This is an optimization exercise on Yosys and OpenROAD, whose aim is small area and a short achievable clock period, not a production implementation.
Where RTL was checked, it was by simulation tests only, not by an equivalence proof against the original.
Power is estimated from default activity; no workload was simulated.

Design socks4a_request_filter, start of the top module:
module socks4a_request_filter (
  input  wire logic        clk,
  input  wire logic        rst_n,
  input  wire logic        in_valid,
  output logic             in_ready,
  input  wire logic [7:0]  in_req_byte,
  input  wire logic        in_end_of_request,
  output logic             out_valid,
  input  wire logic        out_ready,
  output logic [7:0]       out_reply_byte,
  output logic             out_reply_final,
  output logic             out_granted,
  output logic             out_is_socks4a,
  output logic             out_is_bind,
  input  wire logic        cfg_valid,
  output logic             cfg_ready,
  input  wire logic [2:0]  cfg_index,
  input  wire logic [37:0] cfg_data
);
==> module socks4a_request_filter, before the edit <==
module socks4a_request_filter (
  input  wire logic        clk,
  input  wire logic        rst_n,
  input  wire logic        in_valid,
  output logic             in_ready,
  input  wire logic [7:0]  in_req_byte,
  input  wire logic        in_end_of_request,
  output logic             out_valid,
  input  wire logic        out_ready,
  output logic [7:0]       out_reply_byte,
  output logic             out_reply_final,
  output logic             out_granted,
  output logic             out_is_socks4a,
  output logic             out_is_bind,
  input  wire logic        cfg_valid,
  output logic             cfg_ready,
  input  wire logic [2:0]  cfg_index,
  input  wire logic [37:0] cfg_data
);
  logic [5:0]  rv;             
  logic [5:0]  rk;             
  logic [3:0]  rw [6];         
  logic [31:0] ra [6];         
  logic [15:0] bp;             
  logic        bpf;            
  logic [12:0] pos;
  logic        c1, c2;         
  logic [15:0] port;
  logic [31:0] addr;
  logic [1:0]  nul;
  logic        g7;             
  logic        rvld;
  logic        bsy;            
  logic        last;           
  logic        rg, r4a, rb;
  logic [15:0] rport;
  logic [31:0] raddr;
  assign cfg_ready = 1'b1;
  always_ff @(posedge clk) begin
    if (cfg_valid && cfg_index == 3'd0) bp <= cfg_data[15:0];
    if (!rst_n) bpf <= 1'b0;
    else if (cfg_valid && cfg_index == 3'd0) bpf <= 1'b1;
  end
  for (genvar i = 0; i < 6; i++) begin : g_rule
    always_ff @(posedge clk) begin
      if (cfg_valid && cfg_index == 3'(i + 1)) begin
        rk[i] <= cfg_data[36];
        rw[i] <= cfg_data[35:32];
        ra[i] <= cfg_data[31:0];
      end
      if (!rst_n) rv[i] <= 1'b0;
      else if (cfg_valid && cfg_index == 3'(i + 1)) rv[i] <= cfg_data[37];
    end
  end
  logic hdr;                   
  logic over;                  
  logic is1, is2, is3, is4, is5, is6, is7, ge7;
  assign hdr  = (pos[12:3] == 10'd0);
  assign over = pos[12];
  assign is1 = hdr && pos[2:0] == 3'd1;
  assign is2 = hdr && pos[2:0] == 3'd2;
  assign is3 = hdr && pos[2:0] == 3'd3;
  assign is4 = hdr && pos[2:0] == 3'd4;
  assign is5 = hdr && pos[2:0] == 3'd5;
  assign is6 = hdr && pos[2:0] == 3'd6;
  assign is7 = hdr && pos[2:0] == 3'd7;
  assign ge7 = !hdr || pos[2:0] == 3'd7;
  logic out_take, out_last, in_take, in_end, reply_ok, load;
  assign out_take  = rvld && out_ready;
  assign out_last  = out_take && last;
  assign in_ready  = !(in_end_of_request && (bsy || (last && !out_ready)));
  assign in_take   = in_valid && in_ready;
  assign in_end    = in_take && in_end_of_request;
  assign reply_ok  = ge7 && (c1 || c2);
  assign load      = in_end && reply_ok;
  always_ff @(posedge clk) begin
    if (is1) begin
      c1 <= (in_req_byte == 8'd1);
      c2 <= (in_req_byte == 8'd2);
    end
    if (is2) port[15:8]  <= in_req_byte;
    if (is3) port[7:0]   <= in_req_byte;
    if (is4) addr[31:24] <= in_req_byte;
    if (is5) addr[23:16] <= in_req_byte;
    if (is6) addr[15:8]  <= in_req_byte;
    if (is7) addr[7:0]   <= in_req_byte;
  end
  logic nul_byte;
  assign nul_byte = (in_req_byte == 8'd0) && !hdr && !over;
  always_ff @(posedge clk) begin
    if (!rst_n || in_end) begin
      pos <= '0;
      nul <= '0;
    end else if (in_take) begin
      if (!over) pos <= pos + 13'd1;
      if (nul_byte && nul != 2'd2) nul <= nul + 2'd1;
    end
  end
  logic [5:0] part, part_nx, hit;
  logic       none, g_in;
  for (genvar i = 0; i < 6; i++) begin : g_match
    assign part_nx[i] = rv[i] && (rk[i] ? c2 : c1) &&
                        (rw[i][0] || ra[i][31:24] == addr[31:24]) &&
                        (rw[i][1] || ra[i][23:16] == addr[23:16]) &&
                        (rw[i][2] || ra[i][15:8]  == in_req_byte);
    assign hit[i]     = part[i] && (rw[i][3] || ra[i][7:0] == in_req_byte);
  end
  assign none = !(|rv);
  assign g_in = (|hit) || none;
  always_ff @(posedge clk) begin
    if (is6) part <= part_nx;
  end
  always_ff @(posedge clk) begin
    if (is7) g7 <= g_in;
  end
  logic rep_en;
  assign rep_en = !rvld || out_last;
  always_ff @(posedge clk) begin
    if (rep_en) begin
      rg    <= is7 ? g_in : g7;
      r4a   <= (nul == 2'd2) || (nul == 2'd1 && nul_byte);
      rb    <= c2;
      rport <= port;
      raddr <= {addr[31:8], is7 ? in_req_byte : addr[7:0]};
    end
  end
  logic [7:0]  bt;
  logic [7:0]  ob, nb;
  logic [15:0] bpv;
  assign bpv  = bpf ? bp : 16'd0;
  assign last = bt[7];
  assign nb = ({8{bt[0]}} & {7'b0101101, !rg}) |
              ({8{bt[1]}} & (rb ? bpv[15:8] : rport[15:8])) |
              ({8{bt[2]}} & (rb ? bpv[7:0]  : rport[7:0])) |
              ({8{bt[3] && !rb}} & raddr[31:24]) |
              ({8{bt[4] && !rb}} & raddr[23:16]) |
              ({8{bt[5] && !rb}} & raddr[15:8]) |
              ({8{bt[6] && !rb}} & raddr[7:0]);
  always_ff @(posedge clk) begin
    if (!rst_n) begin
      rvld <= 1'b0;
      bsy  <= 1'b0;
      bt   <= 8'd1;
      ob   <= '0;
    end else begin
      rvld <= load || (rvld && !out_last);
      bsy  <= load || (bsy && !(out_take && bt[6]));
      if (out_take) begin
        bt <= {bt[6:0], bt[7]};
        ob <= nb;
      end
    end
  end
  assign out_valid       = rvld;
  assign out_reply_byte  = ob;
  assign out_reply_final = last;
  assign out_granted     = rg;
  assign out_is_socks4a  = r4a;
  assign out_is_bind     = rb;
endmodule
Settings: LEC_CHECK=0, CAP_MARGIN=20, CORE_MARGIN=2, CORE_UTILIZATION=40, PLACE_DENSITY=0.6, SETUP_SLACK_MARGIN=2.3, SLEW_MARGIN=20; clock period 4.5 ns.
standard.sh (not shown) runs the stock make flow with config.mk's settings and CLKGATE_MAP_FILE= SYNTH_SCRIPT=/design/flow/synth_recipe.tcl, a recipe that flattens the netlist after the stock synthesis.
==> flow/flow/run.sh <==
#!/bin/bash
# The standard layout (the standard.sh: standard synthesis, floorplan,
# placement, CTS, routing), with two changes:
#  - the port buffers that global placement inserts on every input and output
#    are sky130_fd_sc_hd__buf_4 instead of the delay-buffer cell that
#    buffer_ports picks on its own;
#  - clock tree synthesis uses larger sink clusters and no dummy loads.
set -uo pipefail
bash standard.sh "BUFFER_PORTS_ARGS=-buffer_cell sky130_fd_sc_hd__buf_4" \
  "CTS_ARGS=-sink_clustering_enable -repair_clock_nets -dont_use_dummy_load -buf_list sky130_fd_sc_hd__clkbuf_8 -sink_clustering_size 20 -sink_clustering_max_diameter 60" \
  finish > standard.log 2>&1
Change:
--- a/flow/design.v
+++ b/flow/design.v
@@ -63,7 +63,6 @@
   logic [1:0]  nul;
   logic        g7;             
   logic        rvld;
-  logic        bsy;            
   logic        last;           
   logic        rg, r4a, rb;
   logic [15:0] rport;
@@ -101,7 +100,7 @@
   logic out_take, out_last, in_take, in_end, reply_ok, load;
   assign out_take  = rvld && out_ready;
   assign out_last  = out_take && last;
-  assign in_ready  = !(in_end_of_request && (bsy || (last && !out_ready)));
+  assign in_ready  = !rvld || out_last || !in_end_of_request;
   assign in_take   = in_valid && in_ready;
   assign in_end    = in_take && in_end_of_request;
   assign reply_ok  = ge7 && (c1 || c2);
@@ -172,12 +171,10 @@
   always_ff @(posedge clk) begin
     if (!rst_n) begin
       rvld <= 1'b0;
-      bsy  <= 1'b0;
       bt   <= 8'd1;
       ob   <= '0;
     end else begin
       rvld <= load || (rvld && !out_last);
-      bsy  <= load || (bsy && !(out_take && bt[6]));
       if (out_take) begin
         bt <= {bt[6:0], bt[7]};
         ob <= nb;
Effect: Clock power barely changes. Power went up by 2.0%. Count of clock-buffer cells in the layout went up by 1. Core utilization went down by 0.28 points. Via count went down by 2.3%. Combinational power went up by 18%. Clock skew went up by 0.013 ns. Sequential share of layout area went up by 0.78 points. Worst setup slack gets worse by 0.041 ns. Die area went down by 1.2%. Wire length went up by 1.7%. Final area went down by 1.3%. Sequential cell count went down by 1. Worst hold slack gets better by 0.013 ns.
For the first run of this note, only the layout was checked, not whether the RTL still works.

-- separate check: timing with driven ports --
The flow's constraints put no driver on any port. The routed layouts listed below were extracted and timed again, unchanged, in two steps. Step 1 assumes that a clkbuf_16 drives the clock port and a buf_2 every other input. Step 2 adds t to the input delays and takes it off the output delays; t is the mean of the earliest and latest rising clock arrival at the registers after step 1. Input paths then give back, and output paths get back, about the clock's delay inside the block. Three values: ideal ports, drivers, drivers and shift; two values: the first two.
| run | shift t [ns] | setup slack, ns | latest minus earliest clock arrival (ns) | worst data-port slew with drivers (ns) |
|---|---|---|---|---|
| the first run | 0.643 | 2.304 / 2.270 / 1.749 | 0.050 / 0.050 | 0.06 |
| the second run | 0.635 | 2.263 / 2.226 / 1.841 | 0.073 / 0.073 | 0.06 |
After both steps every run listed still meets setup and hold. For the first run, which loses most, drivers alone change the setup slack by -0.034 ns; drivers and shift together by -0.555 ns.
